This design comes from an exercise in tuning for a short achievable clock period and few clock cycles on the open sky130 flow, not from production work. In this exercise RTL edits were held to simulation tests only and were not proved equivalent to the original.

==> inputs of willow <==
// cpu_top
module cpu_top (
	input  wire                       clock,
	input  wire                       reset,
	input  wire                       i_start,
	input  wire                       i_enable,
	input  wire                       i_host_we,
	input  wire                       i_host_space,
	input  wire [6-1:0]     i_host_addr,
	input  wire [16-1:0]     i_host_wdata,
	output logic                      o_running,
	output wire [16-1:0]     o_host_rdata
);
	logic [16:0] prog_0 [16];
	logic [16:0] prog_1 [16];
	logic [16:0] prog_2 [16];
	logic [16:0] prog_3 [16];
	logic [15:0] data_mem [64];
	logic [15:0] host_mem_n [64];
	logic [15:0] regs [8];
	logic advance;
	logic start;
	logic [5:0] pc_f;
	logic [16:0] g_w;
	logic [16:0] f_w;
	logic [16:0] d_w;
	logic [15:0] g_instr;
	logic [15:0] f_instr;
	logic [15:0] d_instr;
	assign g_instr = g_w[15:0];
	assign f_instr = f_w[15:0];
	assign d_instr = d_w[15:0];
	logic p_on;
	logic [4:0] p_op;
	logic p_guess;
	logic [5:0] p_alt;
	logic [15:0] e0_a, e0_b, e0_sd;
	logic e0_add, e0_sub, e0_and, e0_or, e0_xor, e0_load, e0_store, e0_wr, e0_flags;
	logic [2:0] e0_dst;
	logic [15:0] e1_a, e1_b, e1_sd;
	logic e1_add, e1_sub, e1_and, e1_or, e1_xor, e1_load, e1_store, e1_wr, e1_flags;
	logic [2:0] e1_dst;
	logic e1_ca, e1_cb, e1_cs;
	logic e1_casc;
	logic flag_z;
	logic flag_n;
	assign advance = o_running && i_enable;
	assign start = !o_running && i_start && i_enable;
	logic prog_we;
	logic host_ctl;
	assign prog_we = i_host_we && !i_host_space && !o_running;
	assign host_ctl = i_host_wdata[15:11] == 5'b11000 || i_host_wdata[15:11] == 5'b11010
		|| i_host_wdata[15:11] == 5'b11011 || i_host_wdata[15:11] == 5'b11100
		|| i_host_wdata[15:11] == 5'b11101;
	always_ff @(posedge clock)
	begin
		if (prog_we && i_host_addr[1:0] == 2'd0)
			prog_0[i_host_addr[5:2]] <= {host_ctl, i_host_wdata};
	end
	always_ff @(posedge clock)
	begin
		if (prog_we && i_host_addr[1:0] == 2'd1)
  ...
export LEC_CHECK = 0
export ABC_CLOCK_PERIOD_IN_PS = 3500
export CAP_MARGIN = 20
export CORE_MARGIN = 2
export CORE_UTILIZATION = 40
export PLACE_DENSITY = 0.5
export SETUP_SLACK_MARGIN = 4.5
export SLEW_MARGIN = 20
export TNS_END_PERCENT = 100
create_clock -name core_clock -period 9.0 [get_ports {clock}]
run.sh (not shown) runs the stock make flow with config.mk's settings and CLKGATE_MAP_FILE= SYNTH_SCRIPT=/design/flow/synth_recipe.tcl, a recipe that flattens the netlist after the stock synthesis.
==> juniper (differences from willow) <==
--- a/flow/design.v
+++ b/flow/design.v
@@ -173,25 +173,25 @@
 	input  wire                       i_host_space,
 	input  wire [6-1:0]     i_host_addr,
 	input  wire [16-1:0]     i_host_wdata,
 	output logic                      o_running,
 	output wire [16-1:0]     o_host_rdata
 );
-	logic [16:0] prog_0 [16];
-	logic [16:0] prog_1 [16];
-	logic [16:0] prog_2 [16];
-	logic [16:0] prog_3 [16];
+	logic [18:0] prog_0 [16];
+	logic [18:0] prog_1 [16];
+	logic [18:0] prog_2 [16];
+	logic [18:0] prog_3 [16];
 	logic [15:0] data_mem [64];
 	logic [15:0] host_mem_n [64];
 	logic [15:0] regs [8];
 	logic advance;
 	logic start;
 	logic [5:0] pc_f;
-	logic [16:0] g_w;
-	logic [16:0] f_w;
-	logic [16:0] d_w;
+	logic [18:0] g_w;
+	logic [18:0] f_w;
+	logic [18:0] d_w;
 	logic [15:0] g_instr;
 	logic [15:0] f_instr;
 	logic [15:0] d_instr;
 	assign g_instr = g_w[15:0];
 	assign f_instr = f_w[15:0];
 	assign d_instr = d_w[15:0];
@@ -210,35 +210,40 @@
 	logic flag_z;
 	logic flag_n;
 	assign advance = o_running && i_enable;
 	assign start = !o_running && i_start && i_enable;
 	logic prog_we;
 	logic host_ctl;
+	logic host_r2, host_reg3;
 	assign prog_we = i_host_we && !i_host_space && !o_running;
 	assign host_ctl = i_host_wdata[15:11] == 5'b11000 || i_host_wdata[15:11] == 5'b11010
 		|| i_host_wdata[15:11] == 5'b11011 || i_host_wdata[15:11] == 5'b11100
 		|| i_host_wdata[15:11] == 5'b11101;
+	assign host_reg3 = i_host_wdata[15:11] == 5'b01000 || i_host_wdata[15:11] == 5'b01011
+		|| i_host_wdata[15:11] == 5'b01100 || i_host_wdata[15:11] == 5'b01101
+		|| i_host_wdata[15:11] == 5'b01111 || i_host_wdata[15:11] == 5'b01110;
+	assign host_r2 = host_reg3 || i_host_wdata[15:11] == 5'b00010 || i_host_wdata[15:11] == 5'b00011;
 	always_ff @(posedge clock)
 	begin
 		if (prog_we && i_host_addr[1:0] == 2'd0)
-			prog_0[i_host_addr[5:2]] <= {host_ctl, i_host_wdata};
+			prog_0[i_host_addr[5:2]] <= {host_reg3, host_r2, host_ctl, i_host_wdata};
 	end
 	always_ff @(posedge clock)
 	begin
 		if (prog_we && i_host_addr[1:0] == 2'd1)
-			prog_1[i_host_addr[5:2]] <= {host_ctl, i_host_wdata};
+			prog_1[i_host_addr[5:2]] <= {host_reg3, host_r2, host_ctl, i_host_wdata};
 	end
 	always_ff @(posedge clock)
 	begin
 		if (prog_we && i_host_addr[1:0] == 2'd2)
-			prog_2[i_host_addr[5:2]] <= {host_ctl, i_host_wdata};
+			prog_2[i_host_addr[5:2]] <= {host_reg3, host_r2, host_ctl, i_host_wdata};
 	end
 	always_ff @(posedge clock)
 	begin
 		if (prog_we && i_host_addr[1:0] == 2'd3)
-			prog_3[i_host_addr[5:2]] <= {host_ctl, i_host_wdata};
+			prog_3[i_host_addr[5:2]] <= {host_reg3, host_r2, host_ctl, i_host_wdata};
 	end
 	logic [5:0] e0_addr, e1_addr;
 	logic [15:0] ld0, ld1;
 	assign e0_addr = e0_a[5:0] + e0_b[5:0];
 	assign e1_addr = e1_a[5:0] + e1_b[5:0];
 	assign ld0 = data_mem[e0_addr];
@@ -430,26 +435,26 @@
 		.o_cond(), .o_ctl(), .o_nop(nop_f), .o_imm(imm_f)
 	);
 	assign a2_d = d_instr[6:4];
 	assign a3_d = d_instr[2:0];
 	assign a2_f = f_instr[6:4];
 	assign a3_f = f_instr[2:0];
-	assign ia_d = r2_d ? a2_d : a1_d;
-	assign ia_f = r2_f ? a2_f : a1_f;
+	assign ia_d = d_w[17] ? a2_d : a1_d;
+	assign ia_f = f_w[17] ? a2_f : a1_f;
 	logic x_early, y_early;
 	logic zx, nx, zy, ny;
 	logic [15:0] rx_a, rx_b, ry_a, ry_b, rx_res, ry_res;
 	assign x_early = !((e0_wr && e0_dst == ia_d) || (e1_wr && e1_dst == ia_d)
-		|| (reg3_d && ((e0_wr && e0_dst == a3_d) || (e1_wr && e1_dst == a3_d))));
+		|| (d_w[18] && ((e0_wr && e0_dst == a3_d) || (e1_wr && e1_dst == a3_d))));
 	assign y_early = !((e0_wr && e0_dst == ia_f) || (e1_wr && e1_dst == ia_f)
-		|| (reg3_f && ((e0_wr && e0_dst == a3_f) || (e1_wr && e1_dst == a3_f)))
-		|| (wr_d && ((flags_f && ia_f == a1_d) || (reg3_f && a3_f == a1_d))));
+		|| (f_w[18] && ((e0_wr && e0_dst == a3_f) || (e1_wr && e1_dst == a3_f)))
+		|| (wr_d && ((flags_f && ia_f == a1_d) || (f_w[18] && a3_f == a1_d))));
 	assign rx_a = regs[ia_d];
-	assign rx_b = reg3_d ? regs[a3_d] : imm_d;
+	assign rx_b = d_w[18] ? regs[a3_d] : imm_d;
 	assign ry_a = regs[ia_f];
-	assign ry_b = reg3_f ? regs[a3_f] : imm_f;
+	assign ry_b = f_w[18] ? regs[a3_f] : imm_f;
 	execute_stage fx (
 		.i_a(rx_a), .i_b(rx_b), .i_add(add_d), .i_sub(sub_d), .i_and(and_d),
 		.i_or(or_d), .i_xor(xor_d), .i_load(1'b0), .i_load_data(16'b0),
 		.o_alu(), .o_result(rx_res), .o_z(zx), .o_n(nx)
 	);
 	execute_stage fy (
@@ -507,15 +512,15 @@
 	assign cb1 = wr0 && reg3_1 && a3_1 == a1_0;
 	assign cs1 = wr0 && store1 && a1_1 == a1_0;
 	logic dep_block;
 	assign dep_block = dep && (load0 || (mem1 && a2_1 == a1_0));
 	assign pair_ok = nop1 || ((flags1 || mem1) && !dep_block);
 	assign j_fold = !ctl_d && !ctl_f && pair_ok && ctl2 && !j_hazard;
-	function automatic logic [50:0] read3(logic [5:0] a,
-		logic [16:0] b0, logic [16:0] b1, logic [16:0] b2, logic [16:0] b3);
-		logic [16:0] w [4];
+	function automatic logic [56:0] read3(logic [5:0] a,
+		logic [18:0] b0, logic [18:0] b1, logic [18:0] b2, logic [18:0] b3);
+		logic [18:0] w [4];
 		w[0] = b0; w[1] = b1; w[2] = b2; w[3] = b3;
 		read3 = {w[a[1:0] + 2'd2], w[a[1:0] + 2'd1], w[a[1:0]]};
 	endfunction
 	logic [3:0] f_hi, f_hi1, p_hi, p_hi1;
 	logic [5:0] t_base, t_off, t_addr, t_addr1, t_addr2, t_addr3;
 	assign t_base = ctl_d ? d_base : (ctl_f ? w_base : j_base);
@@ -525,38 +530,80 @@
 	assign t_addr2 = t_base + t_off + 6'd2;
 	assign t_addr3 = t_base + t_off + 6'd3;
 	assign f_hi = pc_f[5:2];
 	assign f_hi1 = pc_f[5:2] + 4'd1;
 	assign p_hi = p_alt[5:2];
 	assign p_hi1 = p_alt[5:2] + 4'd1;
-	logic [16:0] fb0, fb1, fb2, fb3, tb0, tb1, tb2, tb3, pb0, pb1, pb2, pb3;
+	logic [18:0] fb0, fb1, fb2, fb3, tb0, tb1, tb2, tb3, pb0, pb1, pb2, pb3;
 	assign fb0 = prog_0[pc_f[1:0] > 2'd0 ? f_hi1 : f_hi];
 	assign fb1 = prog_1[pc_f[1:0] > 2'd1 ? f_hi1 : f_hi];
 	assign fb2 = prog_2[pc_f[1:0] > 2'd2 ? f_hi1 : f_hi];
 	assign fb3 = prog_3[f_hi];
 	assign tb0 = prog_0[t_addr3[5:2]];
 	assign tb1 = prog_1[t_addr2[5:2]];
 	assign tb2 = prog_2[t_addr1[5:2]];
 	assign tb3 = prog_3[t_addr[5:2]];
 	assign pb0 = prog_0[p_alt[1:0] > 2'd0 ? p_hi1 : p_hi];
 	assign pb1 = prog_1[p_alt[1:0] > 2'd1 ? p_hi1 : p_hi];
 	assign pb2 = prog_2[p_alt[1:0] > 2'd2 ? p_hi1 : p_hi];
 	assign pb3 = prog_3[p_hi];
-	logic [16:0] s0, s1, s2, t0, t1, t2, q0, q1, q2;
+	logic [18:0] s0, s1, s2, t0, t1, t2, q0, q1, q2;
 	assign {s2, s1, s0} = read3(pc_f, fb0, fb1, fb2, fb3);
 	assign {t2, t1, t0} = read3(t_addr, tb0, tb1, tb2, tb3);
 	assign {q2, q1, q0} = read3(p_alt, pb0, pb1, pb2, pb3);
 	logic issue0, issue1;
 	logic s0_ok;
 	logic d_go;
 	logic g_go;
 	assign s0_ok = !ctl0 && !halt0;
 	assign d_go = !d_hazard && !d_taken && s0_ok;
 	assign g_go = w_fold && w_known && !w_taken && pair_ok;
 	assign issue0 = !miss && !p_wait && (ctl_d ? d_go : !halt_d);
 	assign issue1 = !miss && !p_wait && (ctl_d ? (d_go && pair_ok) : (ctl_f ? g_go : (!halt_d && pair_ok)));
+	logic c_d, c_w, c_j, c_any;
+	logic hold;
+	logic tk;
+	logic [1:0] nt_adv;
+	assign c_d = ctl_d && !d_hazard;
+	assign c_w = !ctl_d && w_fold;
+	assign c_j = !ctl_d && !ctl_f && j_fold;
+	assign c_any = c_d || c_w || c_j;
+	assign hold = p_wait || halt_d || (ctl_d && d_hazard);
+	assign tk = c_d ? d_taken : (c_w ? w_taken : j_taken);
+	always_comb
+	begin
+		if (c_d)
+			nt_adv = (s0_ok && pair_ok) ? 2'd3 : (s0_ok ? 2'd2 : 2'd1);
+		else if (c_w)
+			nt_adv = (w_known && pair_ok) ? 2'd3 : 2'd2;
+		else if (c_j)
+			nt_adv = 2'd3;
+		else if (!ctl_f && pair_ok)
+			nt_adv = 2'd2;
+		else
+			nt_adv = 2'd1;
+	end
+	logic [18:0] nt_d, nt_f, nt_g;
+	logic [5:0] nt_pc;
+	always_comb
+	begin
+		case (nt_adv)
+			2'd3:
+			begin
+				nt_d = s0; nt_f = s1; nt_g = s2; nt_pc = pc_f + 6'd3;
+			end
+			2'd2:
+			begin
+				nt_d = g_w; nt_f = s0; nt_g = s1; nt_pc = pc_f + 6'd2;
+			end
+			default:
+			begin
+				nt_d = f_w; nt_f = g_w; nt_g = s0; nt_pc = pc_f + 6'd1;
+			end
+		endcase
+	end
 	always_ff @(posedge clock or negedge reset)
 	begin
 		if (!reset)
 		begin
 			o_running <= 1'b0;
 			pc_f <= '0;
@@ -576,129 +623,50 @@
 			f_w <= s1;
 			g_w <= s2;
 			p_on <= 1'b0;
 		end
 		else if (advance)
 		begin
-			p_on <= 1'b0;
 			if (miss)
 			begin
+				p_on <= 1'b0;
 				d_w <= q0;
 				f_w <= q1;
 				g_w <= q2;
 				pc_f <= p_alt + 6'd3;
 			end
-			else if (p_wait)
-			begin
-				p_on <= 1'b1;
-			end
-			else if (halt_d)
-			begin
-				o_running <= 1'b0;
-				pc_f <= '0;
-			end
-			else if (ctl_d)
-			begin
-				if (d_hazard)
-				begin
-				end
-				else if (d_taken)
-				begin
-					d_w <= t0;
-					f_w <= t1;
-					g_w <= t2;
-					pc_f <= t_addr3;
-				end
-				else if (s0_ok && pair_ok)
-				begin
-					d_w <= s0;
-					f_w <= s1;
-					g_w <= s2;
-					pc_f <= pc_f + 6'd3;
-				end
-				else if (s0_ok)
-				begin
-					d_w <= g_w;
-					f_w <= s0;
-					g_w <= s1;
-					pc_f <= pc_f + 6'd2;
-				end
-				else
-				begin
-					d_w <= f_w;
-					f_w <= g_w;
-					g_w <= s0;
-					pc_f <= pc_f + 6'd1;
-				end
-			end
-			else if (w_fold)
+			else if (hold)
 			begin
-				p_on <= !w_known && cond_f;
-				p_op <= op_f;
-				p_guess <= w_guess;
-				if (w_taken)
-				begin
-					d_w <= t0;
-					f_w <= t1;
-					g_w <= t2;
-					pc_f <= t_addr3;
-					p_alt <= pc_f - 6'd1;
-				end
-				else if (g_go)
-				begin
-					d_w <= s0;
-					f_w <= s1;
-					g_w <= s2;
-					pc_f <= pc_f + 6'd3;
-					p_alt <= t_addr;
-				end
-				else
+				p_on <= p_wait;
+				if (!p_wait && halt_d)
 				begin
-					d_w <= g_w;
-					f_w <= s0;
-					g_w <= s1;
-					pc_f <= pc_f + 6'd2;
-					p_alt <= t_addr;
+					o_running <= 1'b0;
+					pc_f <= '0;
 				end
 			end
-			else if (j_fold)
+			else
 			begin
-				p_on <= !j_known && cond2;
-				p_op <= op2;
-				p_guess <= j_guess;
-				if (j_taken)
+				p_on <= c_w ? (!w_known && cond_f) : (c_j && !j_known && cond2);
+				p_op <= c_w ? op_f : op2;
+				p_guess <= c_w ? w_guess : j_guess;
+				p_alt <= tk ? (c_w ? pc_f - 6'd1 : pc_f) : t_addr;
+				if (c_any && tk)
 				begin
 					d_w <= t0;
 					f_w <= t1;
 					g_w <= t2;
 					pc_f <= t_addr3;
-					p_alt <= pc_f;
 				end
 				else
 				begin
-					d_w <= s0;
-					f_w <= s1;
-					g_w <= s2;
-					pc_f <= pc_f + 6'd3;
-					p_alt <= t_addr;
+					d_w <= nt_d;
+					f_w <= nt_f;
+					g_w <= nt_g;
+					pc_f <= nt_pc;
 				end
 			end
-			else if (!ctl_f && pair_ok)
-			begin
-				d_w <= g_w;
-				f_w <= s0;
-				g_w <= s1;
-				pc_f <= pc_f + 6'd2;
-			end
-			else
-			begin
-				d_w <= f_w;
-				f_w <= g_w;
-				g_w <= s0;
-				pc_f <= pc_f + 6'd1;
-			end
 		end
 	end
 	always_ff @(posedge clock or negedge reset)
 	begin
 		if (!reset)
 		begin
==> comparison table <==
quantity                                                            willow                        juniper
Result of the run                         no timing/DRC/antenna violations                failed layout checks
Layout check failures                                                    -  capacitance limit, slew limit
Global-route met1 utilization                                        51.5%                          50.5%
Number of buffers created by CTS                                       393                            413
Worst Hold Path EP                                                  flag_n                      e1_sd[13]
Layout clock buffer count                                              487                            508
Cell count after synthesis                                          18,500                         18,300
Share of synthesized area occupied by flip-flops and latches         47.9%                          48.9%
Fraction of the cycle the final worst path needs                     70.4%                          69.5%
Critical path destination                                          f_w[11]               o_host_rdata[11]
Multi-input gate share of total cell area                            42.3%                          41.5%
Syn nets                                                            18,800                         18,600
DR iter-0 viols                                                     31,900                         32,600
Final sequential cell count                                          3,461                          3,595
Hold_ws                                                             491 ps                         487 ps
Final Net Count                                                     19,300                         19,200
Setup clock skew after layout                                       101 ps                        99.5 ps
Min cycle time layout                                              6340 ps                        6260 ps
Placed Cells incl. Taps                                             24,700                         24,700
Synth top area share                                                 44.1%                          45.1%
Global-route wire length before repair                        1,470,000 µm                   1,470,000 µm
Global routing usage on met2                                         54.2%                          54.8%
Maximum net fanout on the critical path                                  8                             33
Testbench counts of willow, summed over its fixed seeds: cycles 6,388.
Testbench counts of juniper, summed over its fixed seeds: cycles 6,388.

## port drivers added, routing unchanged
No port has a modelled driver above. Below, the same layouts with a new extraction and two added sets of constraints. Step 1, drivers: a clkbuf_16 drives clock and a buf_2 each remaining input, both assumed. Step 2 times the ports against the registers' clock, not the clock port: input delays grow and output delays shrink by t, the midpoint of the rising clock arrivals with the driver on. Three values: ideal ports, drivers, drivers and shift; two values: the first two.
run	shift t [ns]	setup slack, ns	hold WS [ns]	latest minus earliest clock arrival (ns)	cell pins on the clock port's net
willow	1.160	2.664 / 2.273 / 2.273	0.491 / 0.491 / 0.491	0.120 / 0.120	1
juniper	1.190	2.741 / 2.182 / 2.182	0.487 / 0.487 / 0.487	0.107 / 0.107	1
For juniper, which loses most, drivers alone change the setup slack by -0.559 ns; drivers and shift together by -0.559 ns.
